Context: an optimization exercise on an open-source flow, tuned for small area, a short achievable clock period and few clock cycles per item. The choices shown serve that exercise and are no tape-out recipe.
No run shown here included a check of the RTL's function; only the layout flow was run.
No activity file was given, so power comes from the tool's default toggle rates.

[flow/run.sh]
#!/bin/bash
# synth_recipe.tcl (not shown) runs the flow's synth.tcl, then flattens the netlist and writes it again
# the make line also repeats each setting of config.mk as NAME=value (left out here)
make -C /OpenROAD-flow-scripts/flow DESIGN_CONFIG=/design/flow/config.mk WORK_HOME=/design/flow/orfs CLKGATE_MAP_FILE= SYNTH_SCRIPT=/design/flow/synth_recipe.tcl finish
[flow/config.mk]
export PLATFORM = sky130hd
export DESIGN_NAME = ex_mem_top
export DESIGN_NICKNAME = ex_mem_top
export VERILOG_FILES = /design/flow/design.v
export SDC_FILE = /design/flow/constraint.sdc
export NUM_CORES = 4
export LEC_CHECK = 0
export CAP_MARGIN = 20
export CORE_MARGIN = 2
export CORE_UTILIZATION = 40
export SLEW_MARGIN = 20
[flow/constraint.sdc]
create_clock -name core_clock -period 5.0 [get_ports {clk_in}]
set_input_delay 1.0000 -clock core_clock [delete_from_list [all_inputs] [get_ports {clk_in}]]
set_output_delay 1.0000 -clock core_clock [all_outputs]
set_load 0.01 [all_outputs]
[flow/design.v]
`default_nettype none
package pipe_pkg;
    typedef logic [4:0] reg_addr_t;
    typedef logic [31:0] word_t;
    typedef logic [31:0] inst_addr_t;
    typedef logic [31:0] data_addr_t;
    typedef enum logic [3:0] {
        ADD = 4'd0,
        SUB = 4'd1,
        AND = 4'd2,
        OR  = 4'd3,
        XOR = 4'd4,
        SLT = 4'd5,
        SLL = 4'd6,
        SRL = 4'd7,
        BEQ = 4'd8,
        BNE = 4'd9,
        LW  = 4'd10,
        SW  = 4'd11,
        NOP = 4'd12
    } cmd_t;
    typedef struct packed {
        cmd_t       cmd;
        inst_addr_t pc;
        word_t      rs1;
        word_t      rs2;
        word_t      imm;
        reg_addr_t  rd;
    } issue_t;
    typedef struct packed {
        cmd_t       cmdtype;
        reg_addr_t  rsd_addr;
        word_t      rsd_data;
        logic       write_rsd;
        logic       branch;
        inst_addr_t branch_address;
        data_addr_t mem_addr;
        logic       mem_read;
    } ex_mem_t;
    typedef struct packed {
        reg_addr_t rd;
        word_t     data;
    } wb_t;
    typedef logic [5:0] stall_t;
    localparam int STALL_EX  = 3;
    localparam int STALL_MEM = 4;
endpackage
`default_nettype wire
`timescale 1ns/1ps
`default_nettype none
module ex_mem_top #(
    parameter int DMEM_WORDS = 16
) (
    input  logic        clk_in,
    input  logic        reset,
    input  logic        rdy_in,
    input  logic [3:0]  issue_cmd,
    input  logic [31:0] issue_pc,
    input  logic [31:0] issue_rs1,
    input  logic [31:0] issue_rs2,
    input  logic [31:0] issue_imm,
    input  logic [4:0]  issue_rd,
    input  logic        issue_strobe,
    output logic        ex_busy,
    output logic [4:0]  wb_rd,
    output logic [31:0] wb_data,
    output logic        wb_strobe,
    output logic        branch_taken,
    output logic [31:0] branch_target
);
    localparam logic [3:0] C_ADD = 4'd0;
    localparam logic [3:0] C_SUB = 4'd1;
    localparam logic [3:0] C_AND = 4'd2;
    localparam logic [3:0] C_OR  = 4'd3;
    localparam logic [3:0] C_XOR = 4'd4;
    localparam logic [3:0] C_SLT = 4'd5;
    localparam logic [3:0] C_SLL = 4'd6;
    localparam logic [3:0] C_SRL = 4'd7;
    localparam logic [3:0] C_BEQ = 4'd8;
    localparam logic [3:0] C_BNE = 4'd9;
    localparam logic [3:0] C_LW  = 4'd10;
    localparam logic [3:0] C_SW  = 4'd11;
    assign ex_busy = !rdy_in;
    logic accept;
    assign accept = issue_strobe && rdy_in;
    logic        d_br, d_sll, d_inv, d_wb, d_taken;
    logic [31:0] rs1_rev;
    logic [5:0]  d_addr;
    logic [3:0]  d_tt;
    always_comb begin
        for (int i = 0; i < 32; i++) rs1_rev[i] = issue_rs1[31-i];
        d_br    = (issue_cmd == C_BEQ) || (issue_cmd == C_BNE);
        d_sll   = (issue_cmd == C_SLL);
        d_inv   = (issue_cmd == C_SUB) || (issue_cmd == C_SLT);
        d_wb    = (issue_cmd <= C_SRL) || (issue_cmd == C_LW);
        d_taken = ((issue_rs1 == issue_rs2) == (issue_cmd == C_BEQ)) && d_br;
        d_addr  = issue_rs1[5:0] + issue_imm[5:0];
        case (issue_cmd)
            C_AND:   d_tt = 4'b1000;
            C_OR:    d_tt = 4'b1110;
            C_XOR:   d_tt = 4'b0110;
            default: d_tt = 4'b0000;
        endcase
    end
    logic        s_wb, s_br, s_sw;
    logic [31:0] s_a, s_b;
    logic        s_cin;
    logic [3:0]  s_tt;
    logic        s_sum, s_slt, s_srl, s_sll, s_mem;
    logic [3:0]  s_idx;
    logic [4:0]  s_rd;
    always_ff @(posedge clk_in) begin
        if (reset) begin
            s_wb <= 1'b0;
            s_br <= 1'b0;
            s_sw <= 1'b0;
        end else begin
            s_wb <= accept && d_wb;
            s_br <= accept && d_taken;
            s_sw <= accept && (issue_cmd == C_SW);
        end
    end
    always_ff @(posedge clk_in) begin
        s_a   <= d_br ? issue_pc : (d_sll ? rs1_rev : issue_rs1);
        s_b   <= d_br ? issue_imm : (d_inv ? ~issue_rs2 : issue_rs2);
        s_cin <= d_inv;
        s_tt  <= d_tt;
        s_sum <= (issue_cmd == C_ADD) || (issue_cmd == C_SUB) || d_br;
        s_slt <= (issue_cmd == C_SLT);
        s_srl <= (issue_cmd == C_SRL);
        s_sll <= d_sll;
        s_mem <= (issue_cmd == C_LW);
        s_idx <= d_addr[5:2];
        s_rd  <= issue_rd;
    end
    logic [31:0] dmem [DMEM_WORDS];
    logic [31:0] sum, lg, sh, sh_rev, rdata, result;
    logic        lt;
    always_comb begin
        sum = s_a + s_b + {31'd0, s_cin};
        for (int i = 0; i < 32; i++) lg[i] = s_tt[{s_a[i], s_b[i]}];
        lt  = (s_a[31] == s_b[31]) ? s_a[31] : sum[31];
        sh  = s_a >> s_b[4:0];
        for (int i = 0; i < 32; i++) sh_rev[i] = sh[31-i];
        rdata  = dmem[s_idx];
        result = ({32{s_sum}} & sum) | lg | {31'd0, s_slt & lt} |
                 ({32{s_srl}} & sh) | ({32{s_sll}} & sh_rev) |
                 ({32{s_mem}} & rdata);
    end
    always_ff @(posedge clk_in) begin
        if (s_sw) begin
            dmem[s_idx] <= s_b;
        end
    end
    logic        pend_wb, pend_br;
    logic [31:0] res;
    logic [4:0]  res_rd;
    always_ff @(posedge clk_in) begin
        if (reset) begin
            wb_strobe    <= 1'b0;
            branch_taken <= 1'b0;
            pend_wb      <= 1'b0;
            pend_br      <= 1'b0;
        end else begin
            wb_strobe    <= rdy_in && (s_wb || pend_wb);
            branch_taken <= rdy_in && (s_br || pend_br);
            pend_wb      <= !rdy_in && (s_wb || pend_wb);
            pend_br      <= !rdy_in && (s_br || pend_br);
        end
    end
    always_ff @(posedge clk_in) begin
        if (s_wb || s_br) begin
            res    <= result;
            res_rd <= s_rd;
        end
    end
    assign wb_data       = res;
    assign branch_target = res;
    assign wb_rd         = res_rd;
endmodule
`default_nettype wire
==> results by group, run 1 <==
Pwr
  • VDD IR max: 0.224 mV
  • Cell internal pwr: 10.0 mW
  • Net Sw Frac: 0.274
  • Net Sw Power: 3.78 mW
  • Clock Power Share: 0.370
  • Reg power frac: 0.459
  • PwrDens: 394 nW/um^2
  • Leakage: 11.4 nW
  • Combinational share of power: 0.171

Flow run
  • Maxcap violations: 0

Layout
  • Commonest non-fill, non-tap cell in the layout: edfxtp_1
  • Final Cell Area: 34900 sq um
  • Most frequent cells in the layout: 549 x edfxtp_1, 212 x clkdlybuf4s50_1, 187 x mux4_2, 140 x nand2_1, 105 x o21ai_0
  • Share of cells above drive strength 1: 0.178
  • Final instance count without filler cells: 3094
  • Area grow syn2layout: 18.8%
  • Final nets: 2254

STA
  • Final period util: 0.792
  • Final setup viols: 0
  • Min Clock Period, post-route: 3.96 ns
  • Hold slack final: 0.408 ns
  • Setup TNS: 0 ns
  • Fmax: 252 MHz
  • Clock Skew: 0.0250 ns
  • Endpoints failing hold: 0
  • Slew of the pin with the lowest slew margin: 1.12 ns
  • Final Max Tran Viols: 0
  • RSZ-0062 raised after global routing: no
  • Slew Limit Headroom: 0.255

Logic synthesis
  • Post-synthesis sequential area ratio: 0.621
  • Synth warn: 1
  • Async set-reset flop share out of synthesis: 0
  • Synth Area per Inst: 15.6 sq um
  • Synth top area share: 0.561
  • Synth top area cells: edfxtp_1 56%, mux4_2 14%, dfxtp_1 6.0%
  • Cells after Synth: 1881
  • Synthesized Nets: 2058
  • EDFF count, synth: 549
  • Register bit count reported by yosys: 637
  • Dominant synthesized flop cell: edfxtp_1
  • Syn Std Cell Area: 29400 sq um
  • Cell accounting for the most synthesized area: edfxtp_1
  • Netlist cell types: 68

Clocking
  • CTS H-tree lvls: 3
  • Clock latency (worst-skew pair): 0.61 ns
  • CTS tree: done
  • Clock transition at path regs: 0.06 ns
  • Post-cts resize count: 0
  • Clock Tree Buf Depth: 3
  • Clk sinks: 637
  • Hold-fix buffers, CTS: 0
  • CTS buffer count: 69
  • Post-CTS Setup Inserts: 0
  • Root Driver: clkbuf_16

Worst hold path
  • Hold path start: s_rd[3]$_DFF_P_
  • Hold Path Class: flip-flop to flip-flop
  • Cells on Worst Hold Path: 0
  • Worst Hold End: res_rd[3]$_DFFE_PP_

Critical path
  • RR Startpoint: s_b[0]$_DFF_P_
  • Worst setup EP type: flip-flop
  • Worst Path Class, Setup: flip-flop to flip-flop
  • Worst Setup Start Kind: flip-flop
  • CP max FO: 33
  • Critical R2R Capture: res[22]$_DFFE_PP_
  • Internal reg-to-reg setup slack: 1.04 ns
  • R2R cell count: 7
  • Worst Path Arrival: 4.32 ns
  • Critical path required time: 5.36 ns

GRT
  • Global-route wire length before repair: 131000 microns
  • Antenna violations before repair: 3
  • Vias in the first global route: 18000
  • Largest net degree at the start of global routing: 89
  • Gr usage total: 0.244
  • Grt total ovfl: 0

Floorplanning
  • I/O pin cnt: 213
  • Initial Util: 0.404
  • DIE WIDTH: 275 microns
  • Core area: 72800 sq um
  • Rows: 99
  • Die Ht: 275 microns
  • Die area: 75700 sq um

Route
  • Via density: 5.99
  • Vias: 18500
  • Uppermost layer routed: met5
  • Met3 Wirelength: 8200 microns
  • DR iter-0 viols: 2228
  • Post-Route WL: 93000 microns
  • Metal-1 WL: 40500 microns
  • Drt pass-1 iters: 8
  • Post-route DRC: 0
  • DR WL/cell: 30.1 microns
  • Detail Route Antenna Nets: 0
  • Metal2 WL: 42400 microns

Placed design
  • Area after DPL: 32600 sq um
  • Routability cong.: 0.950
  • Hpwl dp: 63300 microns
  • Buffers on Ports: 212
  • Placed cell count: 2964

Status
  • Run status: complete, no violations
[worst max-delay path by stage]
| stage | slack, ns | endpoint | cells after the start | start |
|---|---|---|---|---|
| 2_1_floorplan | 0.67 | dmem[12][0]$_DFFE_PP_ | 5 | s_idx[2]$_DFF_P_ |
| 3_3_place_gp | 0.98 | res[29]$_DFFE_PP_ | 5 | s_idx[0]$_DFF_P_ |
| 3_5_place_dp | 0.96 | res[29]$_DFFE_PP_ | 5 | s_idx[0]$_DFF_P_ |
| 4_1_cts | 0.94 | res[29]$_DFFE_PP_ | 5 | s_idx[0]$_DFF_P_ |
| 5_1_grt | 0.85 | res[25]$_DFFE_PP_ | 8 | s_b[0]$_DFF_P_ |
| 6_report | 1.04 | res[22]$_DFFE_PP_ | 7 | s_b[0]$_DFF_P_ |
[cell type report]
type / instances / area, sq um
Clock buffer: 88 / 1900
Timing Repair Buffer: 264 / 2640
Sequential cell: 637 / 18300
Fill cell: 6210 / 37900
Tap cell: 959 / 1200
Inverter: 16 / 60.1
Multi-Input combinational cell: 1089 / 10500
Clock inverter: 38 / 377
Antenna cell: 3 / 7.51
[critical path: stages, from the launching register on]
cell	delay, ns
dfxtp_2	0.94
buf_4	0.52
mux4_2	0.58
mux2i_1	0.55
o22ai_1	0.19
nor2_1	0.37
o221ai_1	0.31
a21o_1	0.22
[cells by family (layout without fill, tap and decap cells)]
| group | count (synthesis) | after routing | share of synthesized area |
|---|---|---|---|
| mux | 280 | 280 | 0.177 |
| simple gates | 351 | 351 | 0.0575 |
| fa+ha+maj | 36 | 36 | 0.0158 |
| buf+inv | 155 | 406 | 0.0273 |
| flops | 637 | 637 | 0.621 |
| compound gates | 304 | 304 | 0.0663 |
| xor+xnor | 118 | 118 | 0.0352 |
| other cells | 0 | 3 | 0 |
[layer usage]
metal	GRT usage	up-vias
li1	-	7864
met1	0.362	9633
met2	0.368	911
met3	0.0487	110
met4	0.0609	2
met5	0.00877	-
[state kept, by name (all words and copies together), names as in the netlist, 2 cells and up]
| name | flops |
|---|---|
| dmem | 512 |
| s_b | 32 |
| res | 32 |
| res_rd | 5 |
| s_a | 32 |
| s_tt | 2 |
| s_rd | 5 |
| s_idx | 4 |
[through the flow]
| step | setup slack (ns) | util | power [mW] |
|---|---|---|---|
| 2_1_floorplan | 0.666 | - | 7.77 |
| 3_3_place_gp | 0.981 | 0.448 | 8.72 |
| 3_5_place_dp | 0.960 | 0.448 | 8.74 |
| 4_1_cts | 0.944 | 0.479 | 13.8 |
| 5_1_grt | 0.847 | 0.480 | 14.2 |
| 6_report | 1.04 | 0.480 | 13.8 |
[power groups by stage]
stage	logic, mW	clock network, mW	registers, mW
finish	2.35	5.10	6.33
CTS	2.30	5.18	6.34
detailed placement	2.29	0	6.45
global placement	2.28	0	6.44
global route	2.48	5.40	6.34
floorplan	1.59	0	6.18
[synth_stat cells, types with 8 or more instances]
library cell	n
edfxtp_1	549
mux4_2	187
nand2_1	140
o21ai_0	105
dfxtp_1	88
mux2i_1	81
xor2_1	72
clkbuf_1	68
a21oi_1	66
nor2_1	63
xnor2_1	46
buf_4	39
ha_1	34
and3_1	21
nor3_1	20
nand3_1	19
a221o_1	18
buf_2	17
nand4_1	16
inv_1	15
nor2b_1	14
a221oi_1	12
nand2b_1	12
a211oi_1	11
a21o_1	10
o221ai_1	10
a31oi_1	8
and2_1	8
buf_1	8
mux2_2	8
nor4_1	8
o22ai_1	8
==> run 2, diff against run 1 <==
--- a/flow/config.mk
+++ b/flow/config.mk
@@ -6,6 +6,9 @@
 export NUM_CORES = 4
 export LEC_CHECK = 0
+export ABC_CLOCK_PERIOD_IN_PS = 2400
 export CAP_MARGIN = 20
 export CORE_MARGIN = 2
 export CORE_UTILIZATION = 40
+export SETUP_SLACK_MARGIN = 2.6
 export SLEW_MARGIN = 20
+export TNS_END_PERCENT = 100
==> run 2 against run 1 <==
Critical endpoint is now res[16]$_DFFE_PP_; fmax up 35%; non-clock buffer count up 117; clock power fell by 6.5%; register-to-register slack improved by 1.0 ns; synthesized area did not move; sequential power down 2%; critical path depth increased by 2; clock skew grew 0.0086 ns; combinational power rose by 36%; setup slack improved by 1.0 ns.
==> results by group, run 2 <==
Status
  • Run status: complete, no violations

Placed design
  • Hpwl dp: 63100 microns
  • Placed cell count: 2960
  • Buffers on Ports: 212
  • Routability cong.: 0.995

STA
  • Fmax: 342 MHz
  • Endpoints failing hold: 0
  • Clock Skew: 0.0336 ns
  • Final period util: 0.585
  • Slew of the pin with the lowest slew margin: 1.09 ns
  • Hold slack final: 0.398 ns
  • Setup TNS: 0 ns
  • Slew Limit Headroom: 0.275
  • Final Max Tran Viols: 0
  • Min Clock Period, post-route: 2.93 ns
  • RSZ-0062 raised after global routing: yes
  • Final setup viols: 0

GRT
  • Global-route wire length before repair: 141000 microns
  • Largest net degree at the start of global routing: 47
  • Vias in the first global route: 19200
  • Gr usage total: 0.264
  • Grt total ovfl: 0
  • Antenna violations before repair: 3

Route
  • Vias: 19500
  • DR WL/cell: 31.4 microns
  • Post-route DRC: 0
  • Post-Route WL: 101000 microns
  • Drt pass-1 iters: 6
  • DR iter-0 viols: 2569
  • Via density: 6.10
  • Detail Route Antenna Nets: 0

Logic synthesis
  • Synth Area per Inst: 15.6 sq um
  • Most common cell in the netlist: edfxtp_1
  • Register bit count reported by yosys: 637
  • Synth top cells by count: 549 x edfxtp_1, 187 x mux4_2, 140 x nand2_1, 105 x o21ai_0, 88 x dfxtp_1
  • Post-synthesis sequential area ratio: 0.621
  • Dominant synthesized flop cell: edfxtp_1
  • Cells after Synth: 1881
  • Cell accounting for the most synthesized area: edfxtp_1
  • Synthesized Nets: 2058
  • Netlist cell types: 68
  • EDFF count, synth: 549
  • Async set-reset flop share out of synthesis: 0
  • Synth warn: 1
  • Synth top area share: 0.561
  • Syn Std Cell Area: 29400 sq um
  • Synth top area cells: edfxtp_1 56%, mux4_2 14%, dfxtp_1 6.0%

Clocking
  • Root Driver: clkbuf_16
  • CTS H-tree lvls: 3
  • Clock transition at path regs: 0.07 ns
  • Clk sinks: 637
  • CTS buffer count: 67
  • Clock Tree Buf Depth: 3
  • CTS tree: done
  • Clock latency (worst-skew pair): 0.62 ns

Pwr
  • Clock Power Share: 0.336
  • Net Sw Frac: 0.284
  • Leakage: 12.5 nW
  • PwrDens: 381 nW/um^2
  • Combinational share of power: 0.225
  • Cell internal pwr: 10.1 mW
  • VDD IR max: 0.287 mV
  • Net Sw Power: 4.03 mW
  • Reg power frac: 0.439

Layout
  • Area grow syn2layout: 26.6%
  • Final nets: 2371
  • Final instance count without filler cells: 3203
  • Antenna diodes: 0
  • Largest register by flop count: dmem
  • Filler cells: 6057
  • Share of cells above drive strength 1: 0.293
  • Max reg flops: 512
  • Most frequent cells in the layout: 549 x edfxtp_1, 187 x mux4_2, 138 x clkdlybuf4s50_1, 131 x nand2_1, 86 x buf_4
  • Commonest non-fill, non-tap cell in the layout: edfxtp_1

Critical path
  • Buffers & Inverters on Critical Path: 0
  • Critical path required time: 5.33 ns
  • Crit. Startpoint: s_a[0]$_DFF_P_
  • Worst setup EP type: flip-flop
  • CP max FO: 4
  • Number of cells on the critical path: 9
  • CP delay by family, top: adder cells
  • RR Startpoint: s_a[0]$_DFF_P_
  • Internal reg-to-reg setup slack: 2.07 ns
  • CP max stage cell: fa_2
  • Critical path's largest stage delay: 0.47 ns
  • R2R cell count: 9
  • Worst setup path end: res[16]$_DFFE_PP_
  • Worst Path Arrival: 3.26 ns
  • Most common cell on crit path: fa_2
  • Crit-path cells: fa_2, fa_2, a21oi_4, o211ai_1, nand4_1, nand2_2, a311oi_4, xor2_2, o21ai_1
  • Critical R2R Capture: res[16]$_DFFE_PP_
  • Worst Setup Start Kind: flip-flop
  • Worst Path Class, Setup: flip-flop to flip-flop

Floorplanning
  • DIE WIDTH: 275 microns
  • I/O pin cnt: 213
  • Rows: 99
  • Core area: 72800 sq um
  • Die area: 75700 sq um
  • Die Ht: 275 microns
  • Initial Util: 0.404

Worst hold path
  • Hold Path Class: flip-flop to flip-flop

Flow run
  • Maxcap violations: 0
==> run 2: cell counts after synthesis <==
No cell type changed its count.
==> run 2: kinds of logic (layout without fill, tap and decap cells) <==
kind of cell             count (synthesis)  count (layout)  share of synthesized area
AO/OA/AOI/OAI                          304             304                     0.0663
XOR/XNOR                               118             118                     0.0352
adder cells (fa/ha/maj)                 36              36                     0.0158
buffers and inverters                  155             516                     0.0273
flip-flops                             637             637                      0.621
multiplexers                           280             280                      0.177
AND/OR/NAND/NOR                        351             353                     0.0575
==> run 2: layout make-up <==
type / instances / area [sq um] / share of cell area
Sequential cell: 637 / 18400 / 0.494
Multi-Input combinational cell: 1091 / 11300 / 0.304
Timing Repair Buffer: 381 / 4200 / 0.113
Clock buffer: 80 / 1780 / 0.0478
Tap cell: 959 / 1200 / 0.0323
Clock inverter: 39 / 283 / 0.00760
Inverter: 16 / 60.1 / 0.00161
==> run 2: timing repair <==
action | in CTS | in global routing
resized for setup | 298 | 87
pin swaps | 42 | 30
cloned | 15 | 1
hold buffers | 0 | 0
setup endpoints to repair | 431 | 96
buffers inserted | 88 | 20
==> run 2: worst min-delay path by stage <==
stage	from	endpoint	slack, ns	cells past startpoint
after global routing	s_rd[4]$_DFF_P_	res_rd[4]$_DFFE_PP_	0.41	0
after floorplan	s_rd[0]$_DFF_P_	res_rd[0]$_DFFE_PP_	0.39	0
after CTS	s_rd[2]$_DFF_P_	res_rd[2]$_DFFE_PP_	0.40	0
after detailed placement	s_rd[2]$_DFF_P_	res_rd[2]$_DFFE_PP_	0.39	0
after global placement	s_rd[1]$_DFF_P_	res_rd[1]$_DFFE_PP_	0.39	0
final	s_rd[0]$_DFF_P_	res_rd[0]$_DFFE_PP_	0.40	0
==> run 2: worst register-to-register path, stage by stage, from the launching register on <==
cell,delay [ns]
dfxtp_4,0.37
fa_2,0.48
fa_2,0.42
a21oi_4,0.16
o211ai_1,0.20
nand4_1,0.25
nand2_2,0.14
a311oi_4,0.29
xor2_2,0.27
o21ai_1,0.09
==> run 2: metrics by stage <==
stage / cell area, sq um / power [mW] / utilization / worst slack [ns]
final: 37200 / 14.2 / 0.511 / 2.07
after global routing: 37200 / 14.6 / 0.511 / 2.00
after CTS: 36700 / 14.0 / 0.504 / 2.16
after detailed placement: 32700 / 8.76 / 0.449 / 1.31
after global placement: 32700 / 8.74 / 0.449 / 1.31
after floorplan: 29900 / 7.89 / - / 2.45
==> run 2: per-layer routing <==
layer / up-vias / global-route usage / wire (microns)
met5: - / 0 / 26
met4: 4 / 0.0765 / 3240
met3: 194 / 0.0744 / 11100
met2: 1142 / 0.397 / 45000
met1: 10100 / 0.373 / 41200
li1: 8118 / - / -
==> run 2: power by group through the flow <==
| stage | combinational, mW | clock (mW) | sequential [mW] |
|---|---|---|---|
| after floorplan | 1.70 | 0 | 6.19 |
| after global placement | 2.31 | 0 | 6.43 |
| after detailed placement | 2.33 | 0 | 6.44 |
| after CTS | 3.02 | 4.82 | 6.20 |
| after global routing | 3.33 | 5.03 | 6.22 |
| final | 3.19 | 4.77 | 6.22 |
==> run 3, diff against run 2 <==
--- a/flow/config.mk
+++ b/flow/config.mk
@@ -6,9 +6,9 @@
 export NUM_CORES = 4
 export LEC_CHECK = 0
-export ABC_CLOCK_PERIOD_IN_PS = 2400
+export ABC_CLOCK_PERIOD_IN_PS = 3000
 export CAP_MARGIN = 20
 export CORE_MARGIN = 2
 export CORE_UTILIZATION = 40
-export SETUP_SLACK_MARGIN = 2.6
+export SETUP_SLACK_MARGIN = 2.0
 export SLEW_MARGIN = 20
 export TNS_END_PERCENT = 100
==> run 3 against run 2 <==
Synthesized cell count unchanged; setup slack worse by 0.082 ns; count of clock-buffer cells in the layout up 12; highest routed layer unchanged; die area unchanged; flip-flop and latch count unchanged; critical endpoint is now res[20]$_DFFE_PP_; via count down 4.2%; non-clock buffer count down 87; sequential share of layout area up 2.2 points; clock skew down 0.013 ns; global-route usage down 1.3 points; combinational power down 19%.
==> results by group, run 3 <==
Logic synthesis
  • Register bit count reported by yosys: 637
  • Async set-reset flop share out of synthesis: 0
  • Synthesized Nets: 2058
  • Synth Area per Inst: 15.6 sq um
  • Synth top area share: 0.561
  • Dominant synthesized flop cell: edfxtp_1
  • Syn Std Cell Area: 29400 sq um
  • Netlist cell types: 68
  • Most common cell in the netlist: edfxtp_1
  • EDFF count, synth: 549
  • Cell accounting for the most synthesized area: edfxtp_1
  • Synth top cells by count: 549 x edfxtp_1, 187 x mux4_2, 140 x nand2_1, 105 x o21ai_0, 88 x dfxtp_1
  • Synth top area cells: edfxtp_1 56%, mux4_2 14%, dfxtp_1 6.0%
  • Synth warn: 1
  • Post-synthesis sequential area ratio: 0.621
  • Cells after Synth: 1881

Pwr
  • Cell internal pwr: 10.1 mW
  • VDD IR max: 0.206 mV
  • Net Sw Power: 3.79 mW
  • Combinational share of power: 0.186
  • Reg power frac: 0.452
  • PwrDens: 390 nW/um^2
  • Leakage: 11.7 nW
  • Clock Power Share: 0.363
  • Net Sw Frac: 0.274

GRT
  • Largest net degree at the start of global routing: 75
  • Vias in the first global route: 18200
  • Antenna violations before repair: 3
  • Global-route wire length before repair: 134000 microns
  • Grt total ovfl: 0
  • Gr usage total: 0.250

Floorplanning
  • Rows: 99
  • DIE WIDTH: 275 microns
  • Die Ht: 275 microns
  • Die area: 75700 sq um
  • Initial Util: 0.404
  • Core area: 72800 sq um
  • I/O pin cnt: 213

Status
  • Run status: complete, no violations

Route
  • DR iter-0 viols: 2132
  • DR WL/cell: 30.6 microns
  • Post-Route WL: 95500 microns
  • Vias: 18700
  • Drt pass-1 iters: 6
  • Post-route DRC: 0
  • Via density: 6.00
  • Detail Route Antenna Nets: 0

STA
  • Final period util: 0.602
  • Setup TNS: 0 ns
  • Final Max Tran Viols: 0
  • Fmax: 332 MHz
  • RSZ-0062 raised after global routing: yes
  • Slew of the pin with the lowest slew margin: 1.10 ns
  • Clock Skew: 0.0205 ns
  • Min Clock Period, post-route: 3.01 ns
  • Slew Limit Headroom: 0.262
  • Endpoints failing hold: 0
  • Final setup viols: 0

Clocking
  • CTS H-tree lvls: 3
  • Clock transition at path regs: 0.06 ns
  • Clock latency (worst-skew pair): 0.61 ns
  • CTS tree: done
  • Clock Tree Buf Depth: 3
  • Hold-fix buffers, CTS: 0
  • CTS buffer count: 70
  • Clk sinks: 637
  • Root Driver: clkbuf_16

Flow run
  • Maxcap violations: 0

Worst hold path
  • Hold Path Class: flip-flop to flip-flop

Critical path
  • Worst Path Arrival: 3.34 ns
  • Critical path required time: 5.33 ns
  • CP max FO: 21
  • Worst Path Class, Setup: flip-flop to flip-flop
  • Critical path's largest stage delay: 0.52 ns
  • Worst setup EP type: flip-flop
  • Crit-path cells: buf_16, mux4_2, mux4_2, a221oi_2, o21ai_0, a21oi_2, o21ai_0
  • CP max stage cell: mux4_2
  • Worst Setup Start Kind: flip-flop

Placed design
  • Area after DPL: 32700 sq um
  • Routability cong.: 1.01
  • Hpwl dp: 64300 microns
  • Buffers on Ports: 212
  • Placed cell count: 2971

Layout
  • Area grow syn2layout: 20.9%
  • Antenna diodes: 0
  • Util after Layout: 0.488
  • Commonest non-fill, non-tap cell in the layout: edfxtp_1
  • Filler cells: 6154
  • Share of cells above drive strength 1: 0.217
  • Largest register by flop count: dmem
  • Max reg flops: 512
  • Most frequent cells in the layout: 549 x edfxtp_1, 211 x clkdlybuf4s50_1, 187 x mux4_2, 139 x nand2_1, 102 x o21ai_0
  • Final Cell Area: 35500 sq um
  • Final instance count without filler cells: 3121
  • Final nets: 2285
## run 3: cell counts after synthesis
No cell type changed its count.
## run 3: final cells by class
class / count / area [sq um] / area share
clock buffers: 92 / 1930 / 0.0542
flip-flops and latches: 637 / 18300 / 0.516
clock inverters: 34 / 295 / 0.00831
inverters: 16 / 60.1 / 0.00169
multi-input cells: 1089 / 10700 / 0.300
repair buffers: 294 / 3050 / 0.0857
well taps: 959 / 1200 / 0.0338
## run 3: final timing paths
path,startpoint,endpoint,slack (ns),depth (start not counted)
worst min register to register,s_rd[2]$_DFF_P_,res_rd[2]$_DFFE_PP_,0.40,0
worst min-delay path,s_rd[2]$_DFF_P_,res_rd[2]$_DFFE_PP_,0.40,0
worst max register to register,s_idx[0]$_DFF_P_,res[20]$_DFFE_PP_,1.99,7
worst max-delay path,s_idx[0]$_DFF_P_,res[20]$_DFFE_PP_,1.99,7
## run 3: metal layers
metal,GRT usage,share of wire,vias to the layer above
met2,0.374,0.45,944
met1,0.367,0.43,9699
met4,0.0731,0.031,2
met5,0,0.00013,-
met3,0.0553,0.085,167
li1,-,-,7915
## run 3: per-stage QoR
| stage | total power [mW] | hold slack [ns] | setup WS [ns] |
|---|---|---|---|
| after floorplan | 7.77 | 0.386 | 1.52 |
| after global placement | 8.70 | 0.386 | 1.02 |
| after detailed placement | 8.72 | 0.389 | 1.02 |
| after CTS | 13.9 | 0.403 | 1.80 |
| after global routing | 14.3 | 0.411 | 1.89 |
| final | 13.9 | 0.402 | 1.99 |
## run 3: power groups by stage
stage,Clock [mW],Combinational [mW],Sequential (mW)
final,5.02,2.57,6.26
after global routing,5.31,2.71,6.27
after CTS,5.12,2.49,6.25
after detailed placement,0,2.30,6.42
after global placement,0,2.29,6.41
after floorplan,0,1.59,6.18
## run 3: kinds of logic (layout without fill, tap and decap cells)
| family | count (synthesis) | in the layout | share of synthesized area |
|---|---|---|---|
| compound gates | 304 | 304 | 0.0663 |
| xor+xnor | 118 | 118 | 0.0352 |
| fa+ha+maj | 36 | 36 | 0.0158 |
| buf+inv | 155 | 436 | 0.0273 |
| flops | 637 | 637 | 0.621 |
| mux | 280 | 280 | 0.177 |
| simple gates | 351 | 351 | 0.0575 |
## run 3: critical path: cells and delay by family, from the launching register on
| kind | cells | cell delay (ns) |
|---|---|---|
| buf+inv | 1 | 0.26 |
| mux | 2 | 1.02 |
| flops | 1 | 0.48 |
| compound gates | 4 | 0.95 |
## run 3: what timing repair did
action                     CTS  global route
buffers inserted            14             7
gates resized for setup     57            51
setup endpoints to repair  258            60
pin swaps                    2             7
cloned                       2             1
==> run 4, diff against run 3 <==
--- a/flow/design.v
+++ b/flow/design.v
@@ -96,10 +96,7 @@
         d_taken = ((issue_rs1 == issue_rs2) == (issue_cmd == C_BEQ)) && d_br;
         d_addr  = issue_rs1[5:0] + issue_imm[5:0];
-        case (issue_cmd)
-            C_AND:   d_tt = 4'b1000;
-            C_OR:    d_tt = 4'b1110;
-            C_XOR:   d_tt = 4'b0110;
-            default: d_tt = 4'b0000;
-        endcase
+        d_tt[0] = (issue_cmd == C_AND) || (issue_cmd == C_OR);
+        d_tt[1] = (issue_cmd == C_XOR) || (issue_cmd == C_OR);
+        d_tt[3:2] = 2'b00;
     end
     logic        s_wb, s_br, s_sw;
@@ -108,5 +105,6 @@
     logic [3:0]  s_tt;
     logic        s_sum, s_slt, s_srl, s_sll, s_mem;
-    logic [3:0]  s_idx;
+    logic [15:0] s_sel;
+    logic [4:0]  s_sh;
     logic [4:0]  s_rd;
     always_ff @(posedge clk_in) begin
@@ -131,17 +129,36 @@
         s_sll <= d_sll;
         s_mem <= (issue_cmd == C_LW);
-        s_idx <= d_addr[5:2];
+        for (int w = 0; w < 16; w++) s_sel[w] <= (d_addr[5:2] == 4'(w));
+        s_sh  <= issue_rs2[4:0];
         s_rd  <= issue_rd;
     end
     logic [31:0] dmem [DMEM_WORDS];
     logic [31:0] sum, lg, sh, sh_rev, rdata, result;
+    logic [31:0] pr, gn, pg, pp, ng, np;
+    int          j;
     logic        lt;
     always_comb begin
-        sum = s_a + s_b + {31'd0, s_cin};
-        for (int i = 0; i < 32; i++) lg[i] = s_tt[{s_a[i], s_b[i]}];
+        pr  = s_a ^ s_b;
+        gn  = s_a & s_b;
+        pg = gn; pp = pr;
+        pg[0] = gn[0] | (pr[0] & s_cin);
+        for (int l = 0; l < 5; l++) begin
+            ng = pg; np = pp;
+            for (int i = 0; i < 32; i++) begin
+                if ((i >> l) & 1) begin
+                    j = ((i >> l) << l) - 1;
+                    ng[i] = pg[i] | (pp[i] & pg[j]);
+                    np[i] = pp[i] & pp[j];
+                end
+            end
+            pg = ng; pp = np;
+        end
+        sum = pr ^ {pg[30:0], s_cin};
+        lg  = ({32{s_tt[0]}} & gn) | ({32{s_tt[1]}} & pr);
         lt  = (s_a[31] == s_b[31]) ? s_a[31] : sum[31];
-        sh  = s_a >> s_b[4:0];
+        sh  = s_a >> s_sh;
         for (int i = 0; i < 32; i++) sh_rev[i] = sh[31-i];
-        rdata  = dmem[s_idx];
+        rdata  = '0;
+        for (int w = 0; w < 16; w++) rdata = rdata | ({32{s_sel[w]}} & dmem[w]);
         result = ({32{s_sum}} & sum) | lg | {31'd0, s_slt & lt} |
                  ({32{s_srl}} & sh) | ({32{s_sll}} & sh_rev) |
@@ -149,6 +166,6 @@
     end
     always_ff @(posedge clk_in) begin
-        if (s_sw) begin
-            dmem[s_idx] <= s_b;
+        for (int w = 0; w < 16; w++) begin
+            if (s_sw && s_sel[w]) dmem[w] <= s_b;
         end
     end
--- a/flow/config.mk
+++ b/flow/config.mk
@@ -6,9 +6,9 @@
 export NUM_CORES = 4
 export LEC_CHECK = 0
-export ABC_CLOCK_PERIOD_IN_PS = 3000
+export ABC_CLOCK_PERIOD_IN_PS = 2500
 export CAP_MARGIN = 20
 export CORE_MARGIN = 2
 export CORE_UTILIZATION = 40
-export SETUP_SLACK_MARGIN = 2.0
+export SETUP_SLACK_MARGIN = 2.7
 export SLEW_MARGIN = 20
 export TNS_END_PERCENT = 100
==> run 4 against run 3 <==
Still clean; flip-flop and latch count is 17 higher; via count grew 4.9%; first-iteration DRC count is 21% higher; clock power about the same; largest cell class unchanged; largest power group unchanged; highest routed layer unchanged.
==> results by group, run 4 <==
Status
  • Run status: complete, no violations

STA
  • Slew Limit Headroom: 0.302
  • Final Max Tran Viols: 0
  • Min Clock Period, post-route: 3.28 ns
  • Clock Skew: 0.0179 ns
  • Final setup viols: 0
  • Hold slack final: 0.401 ns
  • Setup TNS: 0 ns
  • Fmax: 305 MHz
  • Endpoints failing hold: 0
  • Slew of the pin with the lowest slew margin: 1.05 ns
  • RSZ-0062 raised after global routing: yes
  • Final period util: 0.655

Pwr
  • PwrDens: 395 nW/um^2
  • Leakage: 11.7 nW
  • Tot Pwr: 13.5 mW
  • VDD IR max: 0.206 mV

Logic synthesis
  • Cell accounting for the most synthesized area: edfxtp_1
  • Synth top cells by count: 549 x edfxtp_1, 189 x nand2_1, 114 x a22oi_1, 105 x dfxtp_1, 95 x a221oi_1
  • Synth top area share: 0.599
  • Synth Area per Inst: 14.2 sq um
  • Synthesized Nets: 2129
  • Netlist cell types: 69
  • Cells after Synth: 1946
  • Synth top area cells: edfxtp_1 60%, dfxtp_1 7.6%, a22oi_1 3.1%
  • Syn Std Cell Area: 27500 sq um
  • Post-synthesis sequential area ratio: 0.675
  • Synth warn: 2
  • Async set-reset flop share out of synthesis: 0
  • EDFF count, synth: 549
  • Dominant synthesized flop cell: edfxtp_1
  • Register bit count reported by yosys: 654
  • Most common cell in the netlist: edfxtp_1

Floorplanning
  • Core area: 68300 sq um
  • Rows: 96
  • Die Ht: 266 microns
  • DIE WIDTH: 266 microns
  • Die area: 71000 sq um
  • I/O pin cnt: 213
  • Initial Util: 0.403

Critical path
  • CP max stage cell: fa_2
  • Critical path's largest stage delay: 0.39 ns
  • Worst setup EP type: flip-flop
  • CP max FO: 4
  • Worst Path Arrival: 3.64 ns
  • Worst Setup Start Kind: flip-flop
  • Worst Path Class, Setup: flip-flop to flip-flop
  • Crit-path cells: fa_2, fa_2, a211oi_4, o211ai_2, a22oi_2, o21ai_4, buf_4, buf_6, buf_4, a31oi_4, o21bai_1, mux2i_1, a211o_1
  • Critical path required time: 5.36 ns

Layout
  • Commonest non-fill, non-tap cell in the layout: edfxtp_1
  • Final nets: 2396
  • Area grow syn2layout: 24.0%
  • Share of cells above drive strength 1: 0.203
  • Most frequent cells in the layout: 549 x edfxtp_1, 185 x nand2_1, 128 x clkdlybuf4s50_1, 113 x a22oi_1, 92 x buf_4
  • Max reg flops: 512
  • Largest register by flop count: dmem
  • Final instance count without filler cells: 3154
  • Final Cell Area: 34100 sq um

Route
  • Detail Route Antenna Nets: 0
  • Vias: 19600
  • DR WL/cell: 32.3 microns
  • Via density: 6.23
  • DR iter-0 viols: 2584
  • Post-Route WL: 102000 microns
  • Drt pass-1 iters: 6
  • Post-route DRC: 0

Clocking
  • CTS buffer count: 70
  • CTS H-tree lvls: 3
  • Root Driver: clkbuf_16
  • CTS tree: done
  • Clock transition at path regs: 0.06 ns
  • Clock Tree Buf Depth: 3
  • Clk sinks: 654
  • Clock latency (worst-skew pair): 0.62 ns

Placed design
  • Area after DPL: 30600 sq um
  • Routability cong.: 0.963
  • Placed cell count: 2947
  • Buffers on Ports: 212
  • Hpwl dp: 63500 microns

GRT
  • Global-route wire length before repair: 140000 microns
  • Gr usage total: 0.279
  • Antenna violations before repair: 4
  • Largest net degree at the start of global routing: 61
  • Grt total ovfl: 0
  • Vias in the first global route: 18700

Worst hold path
  • Hold Path Class: flip-flop to flip-flop

Flow run
  • Maxcap violations: 0
[run 4: metal layers]
layer | up-vias | wire length [microns] | GRT usage
met3 | 189 | 11000 | 0.0541
met5 | - | 13 | 0
met2 | 1213 | 47100 | 0.437
met4 | 2 | 3280 | 0.0828
li1 | 8286 | - | -
met1 | 9954 | 40500 | 0.394
[run 4: cells by family after synthesis]
| logic type | after synthesis | share of synthesized area |
|---|---|---|
| AOI/OAI and AO/OA | 542 | 0.150 |
| xor gates and xnor gates | 83 | 0.0264 |
| adders and majority gates | 42 | 0.0207 |
| buffers and inverters | 166 | 0.0279 |
| DFF | 654 | 0.675 |
| muxes | 65 | 0.0332 |
| and+or+nand+nor | 394 | 0.0667 |
[run 4: where the power goes]
part / switching [mW] / total (mW) / leakage (nW) / internal, mW
Combinational: 1.21 / 2.09 / 4.87 / 0.882
Clock: 2.17 / 5.02 / 1.09 / 2.85
Sequential: 0.299 / 6.38 / 5.78 / 6.09
Total: 3.68 / 13.5 / 11.7 / 9.82
[run 4: cell type report]
type	count	area, sq um
sequential	654	18700
inverter	18	71.3
clock buffer	91	1880
clock inverter	36	325
antenna	4	10.0
fill	5749	34200
multi-input combinational	1128	8720
timing repair buffer	341	3330
tap	882	1100
[run 4: worst max-delay path: cells and delay by family, from the launching register on]
| family | cells | cell delay [ns] |
|---|---|---|
| buffers and inverters | 3 | 0.41 |
| adders and majority gates | 2 | 0.78 |
| DFF | 1 | 0.32 |
| AOI/OAI and AO/OA | 7 | 1.39 |
| muxes | 1 | 0.13 |
[run 4: repair_timing]
action                     in CTS  in global routing
gates resized for setup       336                104
hold buffers                    0                  0
pin swaps                      34                 32
setup endpoints to repair     331                118
cloned                          5                  6
buffers inserted               29                 36
[run 4: worst paths after layout]
check             slack (ns)       startpoint                   to  cells past startpoint
setup reg to reg        1.72    s_cin$_DFF_P_    res[22]$_DFFE_PP_                     13
hold reg to reg         0.40  s_rd[2]$_DFF_P_  res_rd[2]$_DFFE_PP_                      0
setup / recovery        1.72    s_cin$_DFF_P_    res[22]$_DFFE_PP_                     13
hold / removal          0.40  s_rd[2]$_DFF_P_  res_rd[2]$_DFFE_PP_                      0
[run 4: through the flow]
stage	setup WS, ns	util
CTS	1.66	0.491
global placement	1.43	0.448
detailed placement	1.41	0.448
finish	1.72	0.500
floorplan	1.96	-
global route	1.65	0.499
==> run 5, diff against run 4 <==
--- a/flow/config.mk
+++ b/flow/config.mk
@@ -6,5 +6,4 @@
 export NUM_CORES = 4
 export LEC_CHECK = 0
-export ABC_CLOCK_PERIOD_IN_PS = 2500
 export CAP_MARGIN = 20
 export CORE_MARGIN = 2
==> run 5 against run 4 <==
Still clean on timing, DRC and antenna; largest cell class unchanged; power did not move; critical path type unchanged; sequential share of layout area did not move; setup slack did not move; critical path depth did not move; cell count did not move; via count did not move; die area did not move; flip-flop and latch count did not move; critical endpoint unchanged; highest routed layer unchanged.
==> results by group, run 5 <==
Status
  • Run status: complete, no violations

Placed design
  • Pre-CTS setup slack: 1.41 ns
  • Buffers on Ports: 212
  • Routability cong.: 0.963
  • Placed cell count: 2947
  • Hpwl dp: 63500 microns

STA
  • Final Max Tran Viols: 0
  • Final setup viols: 0
  • Setup TNS: 0 ns
  • Worst Slack Setup Final: 1.72 ns
  • Endpoints failing hold: 0
  • Fmax: 305 MHz
  • Clock Skew: 0.0179 ns
  • Min Clock Period, post-route: 3.28 ns
  • Final period util: 0.655
  • Slew of the pin with the lowest slew margin: 1.05 ns
  • Hold slack final: 0.401 ns
  • Slew Limit Headroom: 0.302
  • RSZ-0062 raised after global routing: yes

Route
  • Via density: 6.23
  • Vias: 19600
  • Post-route DRC: 0
  • Drt pass-1 iters: 6
  • Post-Route WL: 102000 microns
  • Detail Route Antenna Nets: 0
  • DR iter-0 viols: 2584
  • DR WL/cell: 32.3 microns

Logic synthesis
  • Most common cell in the netlist: edfxtp_1
  • Syn Std Cell Area: 27500 sq um
  • Post-synthesis compound-gate area fraction: 0.150
  • Netlist cell types: 69
  • Synthesized-area fraction occupied by and/or/nand/nor cells: 0.0667
  • Synth Area per Inst: 14.2 sq um
  • EDFF count, synth: 549
  • Main combinational cell family by area after synthesis: compound AO/OA/AOI/OAI gates
  • Synth top cells by count: 549 x edfxtp_1, 189 x nand2_1, 114 x a22oi_1, 105 x dfxtp_1, 95 x a221oi_1
  • Async set-reset flop share out of synthesis: 0
  • Dominant synthesized flop cell: edfxtp_1
  • Post-synthesis sequential area ratio: 0.675
  • Synth top area cells: edfxtp_1 60%, dfxtp_1 7.6%, a22oi_1 3.1%
  • Register bit count reported by yosys: 654
  • Cell accounting for the most synthesized area: edfxtp_1
  • Post-Synth Adder-Cell Area: 0.0207
  • Post-synthesis mux area share: 0.0332
  • XOR/XNOR Fraction of Synth Area: 0.0264
  • Synth warn: 2
  • Synthesized Nets: 2129
  • Synth top area share: 0.599
  • Cells after Synth: 1946

Layout
  • Final instance count without filler cells: 3154
  • Multi-input gate area: 8720 sq um
  • Area grow syn2layout: 24.0%
  • Final nets: 2396
  • Most frequent cells in the layout: 549 x edfxtp_1, 185 x nand2_1, 128 x clkdlybuf4s50_1, 113 x a22oi_1, 92 x buf_4
  • Largest register by flop count: dmem
  • Filler cells: 5749
  • Commonest non-fill, non-tap cell in the layout: edfxtp_1
  • Max reg flops: 512
  • Register area: 18700 sq um
  • Share of cells above drive strength 1: 0.203

Critical path
  • Critical path required time: 5.36 ns
  • Worst Setup Start Kind: flip-flop
  • CP max FO: 4
  • Buffers & Inverters on Critical Path: 3
  • Critical path's largest stage delay: 0.39 ns
  • Worst setup EP type: flip-flop
  • Worst Path Arrival: 3.64 ns
  • Crit-path cells: fa_2, fa_2, a211oi_4, o211ai_2, a22oi_2, o21ai_4, buf_4, buf_6, buf_4, a31oi_4, o21bai_1, mux2i_1, a211o_1
  • CP delay by family, top: compound AO/OA/AOI/OAI gates
  • CP max stage cell: fa_2
  • Worst Path Class, Setup: flip-flop to flip-flop

Clocking
  • CTS H-tree lvls: 3
  • Clock transition at path regs: 0.06 ns
  • CTS buffer count: 70
  • Root Driver: clkbuf_16
  • Hold-fix buffers, CTS: 0
  • Clk sinks: 654
  • Clock latency (worst-skew pair): 0.62 ns
  • CTS tree: done
  • Clock Tree Buf Depth: 3

GRT
  • Largest net degree at the start of global routing: 61
  • Global-route wire length before repair: 140000 microns
  • Grt total ovfl: 0
  • Antenna violations before repair: 4
  • Gr usage total: 0.279
  • Vias in the first global route: 18700

Pwr
  • PwrDens: 395 nW/um^2
  • Tot Pwr: 13.5 mW
  • VDD IR max: 0.206 mV
  • Leakage: 11.7 nW

Flow run
  • Maxcap violations: 0

Floorplanning
  • Core area: 68300 sq um
  • DIE WIDTH: 266 microns
  • I/O pin cnt: 213
  • Die Ht: 266 microns
  • Initial Util: 0.403
  • Rows: 96
  • Die area: 71000 sq um

Worst hold path
  • Hold Path Class: flip-flop to flip-flop
-- run 5: cell counts after synthesis --
No cell type changed its count.
-- run 5: area by class of cell --
| cell class | count | share of cell area |
|---|---|---|
| clock inverter | 36 | 0.00953 |
| tap | 882 | 0.0323 |
| multi-input combinational | 1128 | 0.255 |
| clock buffer | 91 | 0.0551 |
| timing repair buffer | 341 | 0.0976 |
| sequential | 654 | 0.548 |
| antenna | 4 | 0.000293 |
| inverter | 18 | 0.00209 |
-- run 5: path summary, 6_finish.rpt --
check | endpoint | from | depth (start not counted) | slack (ns)
setup / recovery | res[22]$_DFFE_PP_ | s_cin$_DFF_P_ | 13 | 1.72
hold / removal | res_rd[2]$_DFFE_PP_ | s_rd[2]$_DFF_P_ | 0 | 0.40
setup reg to reg | res[22]$_DFFE_PP_ | s_cin$_DFF_P_ | 13 | 1.72
hold reg to reg | res_rd[2]$_DFFE_PP_ | s_rd[2]$_DFF_P_ | 0 | 0.40
-- run 5: where the power goes --
part	internal [mW]	switching [mW]
logic	0.882	1.21
clock network	2.85	2.17
registers	6.09	0.299
total	9.82	3.68
-- run 5: through the flow --
step           instance area (sq um)  utilization
2_1_floorplan                  27600            -
3_3_place_gp                   30600        0.448
3_5_place_dp                   30600        0.448
4_1_cts                        33600        0.491
5_1_grt                        34100        0.499
6_report                       34100        0.500
-- run 5: repair_timing --
| item | 4_1_cts | 5_1_grt |
|---|---|---|
| pin swaps | 34 | 32 |
| hold endpoints to repair | 0 | 0 |
| endpoints found under the setup margin | 331 | 118 |
| gates cloned | 5 | 6 |
| buffers inserted | 29 | 36 |
| resized for setup | 336 | 104 |
-- run 5: kinds of logic (layout without fill, tap and decap cells) --
family	count (synthesis)	after routing
AO/OA/AOI/OAI	542	542
flip-flops	654	654
XOR/XNOR	83	83
multiplexers	65	65
AND/OR/NAND/NOR	394	396
adder cells (fa/ha/maj)	42	42
other	0	4
buffers and inverters	166	486
-- run 5: per-layer routing --
| layer | vias up | global-route usage | wire length (microns) |
|---|---|---|---|
| met5 | - | 0 | 13 |
| met1 | 9954 | 0.394 | 40500 |
| met4 | 2 | 0.0828 | 3280 |
| met3 | 189 | 0.0541 | 11000 |
| li1 | 8286 | - | - |
| met2 | 1213 | 0.437 | 47100 |
==> run 6, diff against run 5 <==
--- a/flow/design.v
+++ b/flow/design.v
@@ -84,27 +84,27 @@
     logic accept;
     assign accept = issue_strobe && rdy_in;
-    logic        d_br, d_sll, d_inv, d_wb, d_taken;
-    logic [31:0] rs1_rev;
+    logic        d_br, d_sll, d_shift, d_inv, d_sw, d_wb, d_taken;
+    logic [31:0] d_rs1, d_a, d_b;
     logic [5:0]  d_addr;
-    logic [3:0]  d_tt;
     always_comb begin
-        for (int i = 0; i < 32; i++) rs1_rev[i] = issue_rs1[31-i];
         d_br    = (issue_cmd == C_BEQ) || (issue_cmd == C_BNE);
         d_sll   = (issue_cmd == C_SLL);
+        d_shift = (issue_cmd == C_SLL) || (issue_cmd == C_SRL);
         d_inv   = (issue_cmd == C_SUB) || (issue_cmd == C_SLT);
+        d_sw    = (issue_cmd == C_SW);
         d_wb    = (issue_cmd <= C_SRL) || (issue_cmd == C_LW);
         d_taken = ((issue_rs1 == issue_rs2) == (issue_cmd == C_BEQ)) && d_br;
         d_addr  = issue_rs1[5:0] + issue_imm[5:0];
-        d_tt[0] = (issue_cmd == C_AND) || (issue_cmd == C_OR);
-        d_tt[1] = (issue_cmd == C_XOR) || (issue_cmd == C_OR);
-        d_tt[3:2] = 2'b00;
+        for (int i = 0; i < 32; i++) d_rs1[i] = d_sll ? issue_rs1[31-i] : issue_rs1[i];
+        if (d_shift && issue_rs2[4]) d_rs1 = {16'd0, d_rs1[31:16]};
+        d_a = d_br ? issue_pc : (d_sw ? 32'd0 : d_rs1);
+        d_b = d_br ? issue_imm : (d_inv ? ~issue_rs2 : issue_rs2);
     end
     logic        s_wb, s_br, s_sw;
-    logic [31:0] s_a, s_b;
-    logic        s_cin;
-    logic [3:0]  s_tt;
+    logic [31:0] s_a, s_p;
+    logic        s_cin, s_and, s_xor;
     logic        s_sum, s_slt, s_srl, s_sll, s_mem;
     logic [15:0] s_sel;
-    logic [4:0]  s_sh;
+    logic [3:0]  s_sh;
     logic [4:0]  s_rd;
     always_ff @(posedge clk_in) begin
@@ -116,12 +116,13 @@
             s_wb <= accept && d_wb;
             s_br <= accept && d_taken;
-            s_sw <= accept && (issue_cmd == C_SW);
-        end
-    end
-    always_ff @(posedge clk_in) begin
-        s_a   <= d_br ? issue_pc : (d_sll ? rs1_rev : issue_rs1);
-        s_b   <= d_br ? issue_imm : (d_inv ? ~issue_rs2 : issue_rs2);
+            s_sw <= accept && d_sw;
+        end
+    end
+    always_ff @(posedge clk_in) begin
+        s_a   <= d_a;
+        s_p   <= d_a ^ d_b;
         s_cin <= d_inv;
-        s_tt  <= d_tt;
+        s_and <= (issue_cmd == C_AND) || (issue_cmd == C_OR);
+        s_xor <= (issue_cmd == C_XOR) || (issue_cmd == C_OR);
         s_sum <= (issue_cmd == C_ADD) || (issue_cmd == C_SUB) || d_br;
         s_slt <= (issue_cmd == C_SLT);
@@ -130,19 +131,19 @@
         s_mem <= (issue_cmd == C_LW);
         for (int w = 0; w < 16; w++) s_sel[w] <= (d_addr[5:2] == 4'(w));
-        s_sh  <= issue_rs2[4:0];
+        s_sh  <= issue_rs2[3:0];
         s_rd  <= issue_rd;
     end
     logic [31:0] dmem [DMEM_WORDS];
-    logic [31:0] sum, lg, sh, sh_rev, rdata, result;
-    logic [31:0] pr, gn, pg, pp, ng, np;
+    logic [31:0] gn, pg, pp, ng, np, sum, lg, sh, sh_rev, rdata, result;
+    logic        lt;
     int          j;
-    logic        lt;
     always_comb begin
-        pr  = s_a ^ s_b;
-        gn  = s_a & s_b;
-        pg = gn; pp = pr;
-        pg[0] = gn[0] | (pr[0] & s_cin);
+        gn = s_a & ~s_p;
+        pg = gn;
+        pp = s_p;
+        pg[0] = s_p[0] ? s_cin : s_a[0];
         for (int l = 0; l < 5; l++) begin
-            ng = pg; np = pp;
+            ng = pg;
+            np = pp;
             for (int i = 0; i < 32; i++) begin
                 if ((i >> l) & 1) begin
@@ -152,12 +153,13 @@
                 end
             end
-            pg = ng; pp = np;
-        end
-        sum = pr ^ {pg[30:0], s_cin};
-        lg  = ({32{s_tt[0]}} & gn) | ({32{s_tt[1]}} & pr);
-        lt  = (s_a[31] == s_b[31]) ? s_a[31] : sum[31];
+            pg = ng;
+            pp = np;
+        end
+        sum = s_p ^ {pg[30:0], s_cin};
+        lg  = ({32{s_and}} & gn) | ({32{s_xor}} & s_p);
+        lt  = s_p[31] ? !pg[30] : s_a[31];
         sh  = s_a >> s_sh;
         for (int i = 0; i < 32; i++) sh_rev[i] = sh[31-i];
-        rdata  = '0;
+        rdata = '0;
         for (int w = 0; w < 16; w++) rdata = rdata | ({32{s_sel[w]}} & dmem[w]);
         result = ({32{s_sum}} & sum) | lg | {31'd0, s_slt & lt} |
@@ -167,5 +169,5 @@
     always_ff @(posedge clk_in) begin
         for (int w = 0; w < 16; w++) begin
-            if (s_sw && s_sel[w]) dmem[w] <= s_b;
+            if (s_sw && s_sel[w]) dmem[w] <= s_p;
         end
     end
==> run 6 against run 5 <==
Sequential share of layout area shrank 2.8 points; core utilization increased by 2.8 points; via count rose by 4.9%; cell count up 4.2%; register-to-register slack better by 0.59 ns; power rose by 12%; global-route usage grew 1.3 points; die area is 0.27% higher; critical path type unchanged; critical endpoint is now res[4]$_DFFE_PP_; largest cell class unchanged; largest power group unchanged; highest routed layer unchanged.
==> results by group, run 6 <==
Status
  • Run status: complete, no violations

STA
  • Hold slack final: 0.400 ns
  • Endpoints failing hold: 0
  • Setup TNS: 0 ns
  • Fmax: 372 MHz
  • Final Max Tran Viols: 0
  • Slew of the pin with the lowest slew margin: 1.01 ns
  • Min Clock Period, post-route: 2.68 ns
  • Clock Skew: 0.0190 ns
  • RSZ-0062 raised after global routing: yes
  • Final setup viols: 0
  • Slew Limit Headroom: 0.326
  • Final period util: 0.537

Logic synthesis
  • Register bit count reported by yosys: 653
  • Synth top area cells: edfxtp_1 60%, dfxtp_1 7.5%, a221oi_1 3.6%
  • Post-synthesis sequential area ratio: 0.672
  • Synthesized Nets: 2144
  • Syn Std Cell Area: 27600 sq um
  • Dominant synthesized flop cell: edfxtp_1
  • EDFF count, synth: 549
  • Cell accounting for the most synthesized area: edfxtp_1
  • Cells after Synth: 1999
  • Synth Area per Inst: 13.8 sq um
  • Async set-reset flop share out of synthesis: 0
  • Synth top area share: 0.597
  • Synth warn: 2
  • Synth top cells by count: 549 x edfxtp_1, 139 x nand2_1, 114 x a221oi_1, 108 x nor2_1, 104 x dfxtp_1
  • Netlist cell types: 80
  • Most common cell in the netlist: edfxtp_1

Layout
  • Max reg flops: 512
  • Largest register by flop count: dmem
  • Final Cell Area: 36100 sq um
  • Final instance count without filler cells: 3285
  • Share of cells above drive strength 1: 0.276
  • Most frequent cells in the layout: 549 x edfxtp_1, 142 x buf_4, 135 x nand2_1, 121 x clkdlybuf4s50_1, 101 x nor2_1
  • Area grow syn2layout: 30.7%
  • Filler cells: 5638
  • Commonest non-fill, non-tap cell in the layout: edfxtp_1
  • Final nets: 2492

Route
  • Vias: 20600
  • Post-route DRC: 0
  • Post-Route WL: 108000 microns
  • Detail Route Antenna Nets: 0
  • Drt pass-1 iters: 6
  • Via density: 6.27
  • DR WL/cell: 32.9 microns
  • DR iter-0 viols: 2937

Critical path
  • Worst setup EP type: flip-flop
  • CP max FO: 5
  • Critical path required time: 5.36 ns
  • Worst Path Arrival: 3.05 ns
  • Worst Setup Start Kind: flip-flop
  • Worst Path Class, Setup: flip-flop to flip-flop

GRT
  • Vias in the first global route: 19100
  • Global-route wire length before repair: 145000 microns
  • Largest net degree at the start of global routing: 71
  • Grt total ovfl: 0
  • Antenna violations before repair: 4
  • Gr usage total: 0.291

Clocking
  • Clk sinks: 653
  • Hold-fix buffers, CTS: 0
  • CTS buffer count: 69
  • Clock latency (worst-skew pair): 0.64 ns
  • CTS H-tree lvls: 3
  • Clock Tree Buf Depth: 3
  • CTS tree: done
  • Root Driver: clkbuf_16
  • Clock transition at path regs: 0.06 ns

Floorplanning
  • DIE WIDTH: 267 microns
  • Core area: 68500 sq um
  • I/O pin cnt: 213
  • Die area: 71200 sq um
  • Rows: 96
  • Initial Util: 0.403
  • Die Ht: 267 microns

Placed design
  • Buffers on Ports: 212
  • Routability cong.: 1.01
  • Placed cell count: 2992
  • Area after DPL: 30600 sq um
  • Hpwl dp: 64400 microns

Worst hold path
  • Hold Path Class: flip-flop to flip-flop

Flow run
  • Maxcap violations: 0

Pwr
  • VDD IR max: 0.261 mV
  • PwrDens: 420 nW/um^2
  • Leakage: 12.3 nW
==> run 6: final timing paths <==
check                                        from                  end  slack [ns]  depth (start not counted)
worst max-delay path            s_sel[12]$_DFF_P_     res[4]$_DFFE_PP_        2.32                          6
worst max register to register  s_sel[12]$_DFF_P_     res[4]$_DFFE_PP_        2.32                          6
worst min-delay path              s_rd[2]$_DFF_P_  res_rd[2]$_DFFE_PP_        0.40                          0
worst min register to register    s_rd[2]$_DFF_P_  res_rd[2]$_DFFE_PP_        0.40                          0
==> run 6: final cells by class <==
| type | instances | area, sq um | area share |
|---|---|---|---|
| well taps | 882 | 1100 | 0.0306 |
| repair inverters | 4 | 30.0 | 0.000832 |
| clock buffers | 86 | 1870 | 0.0519 |
| repair buffers | 428 | 4350 | 0.121 |
| clock inverters | 40 | 657 | 0.0182 |
| multi-input cells | 1170 | 9200 | 0.255 |
| flip-flops and latches | 653 | 18800 | 0.520 |
| diodes | 1 | 2.50 | 0.0000693 |
| inverters | 21 | 116 | 0.00322 |
==> run 6: per-stage QoR <==
step           total power, mW  worst slack [ns]   util
4_1_cts                   14.8              2.40  0.513
3_3_place_gp              8.71              1.50  0.446
2_1_floorplan             7.74              2.50      -
5_1_grt                   15.5              2.38  0.527
3_5_place_dp              8.73              1.44  0.446
6_report                  15.2              2.32  0.527
==> run 6: metal layers <==
metal	wire, microns	share of wire	vias up	track usage
met5	14	0.00013	-	0
met4	4260	0.039	2	0.111
met3	12600	0.12	214	0.0641
met2	48500	0.45	1436	0.438
met1	42600	0.39	10400	0.412
li1	-	-	8558	-
==> run 6: report_power, final <==
part | switching, mW | total (mW) | internal (mW)
logic | 1.59 | 2.74 | 1.15
clock network | 2.22 | 5.69 | 3.47
registers | 0.457 | 6.72 | 6.26
==> run 6: logic make-up after synthesis <==
| group | count (synthesis) | synth area share |
|---|---|---|
| simple gates | 393 | 0.0665 |
| flops | 653 | 0.672 |
| xor+xnor | 127 | 0.0403 |
| buf+inv | 177 | 0.0333 |
| fa+ha+maj | 4 | 0.00181 |
| mux | 78 | 0.0353 |
| compound gates | 567 | 0.150 |
==> run 6: worst max-delay path, cell delays in order (launching register included) <==
cell	delay [ns]
dfxtp_4	0.41
a22o_1	0.21
a221oi_1	0.28
nand4_1	0.38
a222oi_1	0.68
o21ai_1	0.14
a221o_1	0.32
==> run 6: what timing repair did <==
action                     in CTS  in global routing
cloned                         13                  4
hold endpoints to repair        0                  0
setup buffers                 104                 44
resized for setup             466                151
pin swaps                      57                 68
setup endpoints to repair     372                 93
==> run 7, diff against run 6 <==
--- a/flow/config.mk
+++ b/flow/config.mk
@@ -9,4 +9,5 @@
 export CORE_MARGIN = 2
 export CORE_UTILIZATION = 40
+export CTS_BUF_LIST = sky130_fd_sc_hd__clkbuf_4 sky130_fd_sc_hd__clkbuf_8
 export SETUP_SLACK_MARGIN = 2.7
 export SLEW_MARGIN = 20
==> run 7 against run 6 <==
Die area is the same; combinational power is 5% higher; largest power group unchanged; flip-flop and latch count unchanged; register-to-register slack gained 0.04 ns; design area rose by 0.12%; clock power shrank 17%; clock skew increased by 0.033 ns; sequential power hardly changed; critical endpoint unchanged; critical path type unchanged; largest cell class unchanged; still clean; wire length up 1.4%.
==> results by group, run 7 <==
Status
  • Run status: complete, no violations

GRT
  • Grt total ovfl: 0
  • Vias in the first global route: 19600
  • Global-route wire length before repair: 148000 microns
  • Antenna violations before repair: 4
  • Largest net degree at the start of global routing: 71
  • Gr usage total: 0.297

Logic synthesis
  • Synth top area share: 0.597
  • Most common cell in the netlist: edfxtp_1
  • Synth warn: 2
  • Cell accounting for the most synthesized area: edfxtp_1
  • Register bit count reported by yosys: 653
  • Syn Std Cell Area: 27600 sq um
  • Synthesized Nets: 2144
  • Async set-reset flop share out of synthesis: 0
  • EDFF count, synth: 549
  • Post-synthesis sequential area ratio: 0.672
  • Cells after Synth: 1999
  • Synth top area cells: edfxtp_1 60%, dfxtp_1 7.5%, a221oi_1 3.6%
  • Netlist cell types: 80
  • Synth top cells by count: 549 x edfxtp_1, 139 x nand2_1, 114 x a221oi_1, 108 x nor2_1, 104 x dfxtp_1
  • Dominant synthesized flop cell: edfxtp_1
  • Synth Area per Inst: 13.8 sq um

Floorplanning
  • Rows: 96
  • I/O pin cnt: 213
  • Die Ht: 267 microns
  • DIE WIDTH: 267 microns
  • Die area: 71200 sq um
  • Core area: 68500 sq um
  • Initial Util: 0.403

Route
  • DR iter-0 viols: 2893
  • DR WL/cell: 32.5 microns
  • Via density: 6.17
  • Drt pass-1 iters: 6
  • Vias: 20800
  • Detail Route Antenna Nets: 0
  • Post-route DRC: 0
  • Post-Route WL: 110000 microns

Layout
  • Filler cells: 5672
  • Multi-input gate area: 9310 sq um
  • Register area: 18800 sq um
  • Final instance count without filler cells: 3374
  • Most frequent cells in the layout: 549 x edfxtp_1, 151 x buf_4, 133 x nand2_1, 128 x clkdlybuf4s50_1, 110 x clkbuf_8
  • Final nets: 2553
  • Util after Layout: 0.528
  • Area grow syn2layout: 30.9%
  • Final Cell Area: 36100 sq um
  • Commonest non-fill, non-tap cell in the layout: edfxtp_1
  • Largest register by flop count: dmem
  • Share of cells above drive strength 1: 0.317
  • Max reg flops: 512

Placed design
  • Routability cong.: 1.01
  • Area after DPL: 30600 sq um
  • Hpwl dp: 64400 microns
  • Buffers on Ports: 212
  • Placed cell count: 2992

Critical path
  • CP max stage cell: a222oi_1
  • Critical path required time: 5.45 ns
  • CP delay by family, top: compound AO/OA/AOI/OAI gates
  • Critical path's largest stage delay: 0.70 ns
  • CP max FO: 4
  • Crit-path cells: buf_12, a22o_1, a221oi_2, nand4_1, a222oi_1, o21ai_1, a221o_1
  • Worst Path Arrival: 3.10 ns
  • Worst setup EP type: flip-flop
  • Buffers & Inverters on Critical Path: 1
  • Worst Setup Start Kind: flip-flop
  • Worst Path Class, Setup: flip-flop to flip-flop

Pwr
  • VDD IR max: 0.201 mV
  • Net Sw Frac: 0.296
  • Cell internal pwr: 10.1 mW
  • Combinational share of power: 0.200
  • Leakage: 12.5 nW
  • Net Sw Power: 4.24 mW
  • Clock Power Share: 0.331
  • PwrDens: 397 nW/um^2
  • Reg power frac: 0.469

Clocking
  • Hold-fix buffers, CTS: 0
  • CTS tree: done
  • CTS buffer count: 101
  • Clock transition at path regs: 0.06 ns
  • CTS H-tree lvls: 3
  • Clk sinks: 653
  • Root Driver: clkbuf_8
  • Clock Tree Buf Depth: 3
  • Clock latency (worst-skew pair): 0.73 ns

STA
  • Fmax: 378 MHz
  • Setup TNS: 0 ns
  • RSZ-0062 raised after global routing: yes
  • Slew of the pin with the lowest slew margin: 1.01 ns
  • Final Max Tran Viols: 0
  • Final setup viols: 0
  • Clock Skew: 0.0517 ns
  • Endpoints failing hold: 0
  • Min Clock Period, post-route: 2.65 ns
  • Slew Limit Headroom: 0.324
  • Final period util: 0.529

Flow run
  • Maxcap violations: 0

Worst hold path
  • Hold Path Class: flip-flop to flip-flop
## run 7: cell counts after synthesis
Identical to the previous run, type by type.
## run 7: kinds of logic (layout without fill, tap and decap cells)
family                     after synthesis  after routing  synth area share
adders and majority gates                4              4           0.00181
DFF                                    653            653             0.672
and+or+nand+nor                        393            394            0.0665
AOI/OAI and AO/OA                      567            567             0.150
muxes                                   78             78            0.0353
buffers and inverters                  177            668            0.0333
other                                    0              1                 0
xor gates and xnor gates               127            127            0.0403
## run 7: final cells by class
type | instances | area share
sequential | 653 | 0.519
timing repair inverter | 3 | 0.000693
clock buffer | 150 | 0.0502
timing repair buffer | 458 | 0.129
tap | 882 | 0.0305
inverter | 21 | 0.00329
clock inverter | 36 | 0.00942
multi-input combinational | 1170 | 0.258
antenna | 1 | 0.0000693
## run 7: worst paths after layout
path | startpoint | endpoint | slack (ns) | depth (start not counted)
worst min register to register | s_rd[2]$_DFF_P_ | res_rd[2]$_DFFE_PP_ | 0.40 | 0
worst min-delay path | s_rd[2]$_DFF_P_ | res_rd[2]$_DFFE_PP_ | 0.40 | 0
worst max register to register | s_sel[7]$_DFF_P_ | res[4]$_DFFE_PP_ | 2.35 | 7
worst max-delay path | s_sel[7]$_DFF_P_ | res[4]$_DFFE_PP_ | 2.35 | 7
## run 7: metrics by stage
stage / setup slack (ns) / hold slack [ns] / power [mW]
floorplan: 2.50 / 0.386 / 7.74
global placement: 1.50 / 0.386 / 8.71
detailed placement: 1.44 / 0.389 / 8.73
CTS: 2.38 / 0.402 / 14.0
global route: 2.36 / 0.408 / 14.7
finish: 2.35 / 0.402 / 14.3
## run 7: power by group through the flow
stage	registers [mW]	clock network, mW	logic, mW
2_1_floorplan	6.58	0	1.16
3_3_place_gp	6.90	0	1.81
3_5_place_dp	6.92	0	1.81
4_1_cts	6.72	4.78	2.47
5_1_grt	6.72	5.02	2.95
6_report	6.72	4.75	2.87
## run 7: what timing repair did
item                                    4_1_cts  5_1_grt
setup buffers                               120       54
endpoints found under the setup margin      368      138
pin swaps                                    60       76
resized for setup                           592      134
cloned                                       18        3
## run 7: layer usage
layer	share of wire	wire, microns	track usage
met1	0.39	43200	0.420
met2	0.45	48800	0.439
met3	0.12	12700	0.0682
met4	0.044	4770	0.130
met5	0	0	0

[re-timing with driven ports]
How much do the figures lean on ideal ports? The routed layouts below were timed once more, with nothing changed but the port constraints. Step 1 assumes that a clkbuf_16 drives the clock port and a buf_2 every other input. Step 2 also shifts input and output timing later by t, the mid clock arrival at the registers, as if the neighbouring blocks saw the same clock. a / b / c = ideal / step 1 / step 2; a / b = the first two.
run | t, ns | setup WS [ns]
run 1 | 0.660 | 1.039 / 1.039 / 1.039
run 2 | 0.662 | 2.073 / 2.073 / 1.940
run 3 | 0.659 | 1.991 / 1.991 / 1.436
run 4 | 0.678 | 1.723 / 1.723 / 1.723
run 5 | 0.678 | 1.723 / 1.723 / 1.723
run 6 | 0.681 | 2.315 / 2.315 / 2.026
run 7 | 0.764 | 2.355 / 2.355 / 1.991
After both steps every run listed still meets setup and hold.
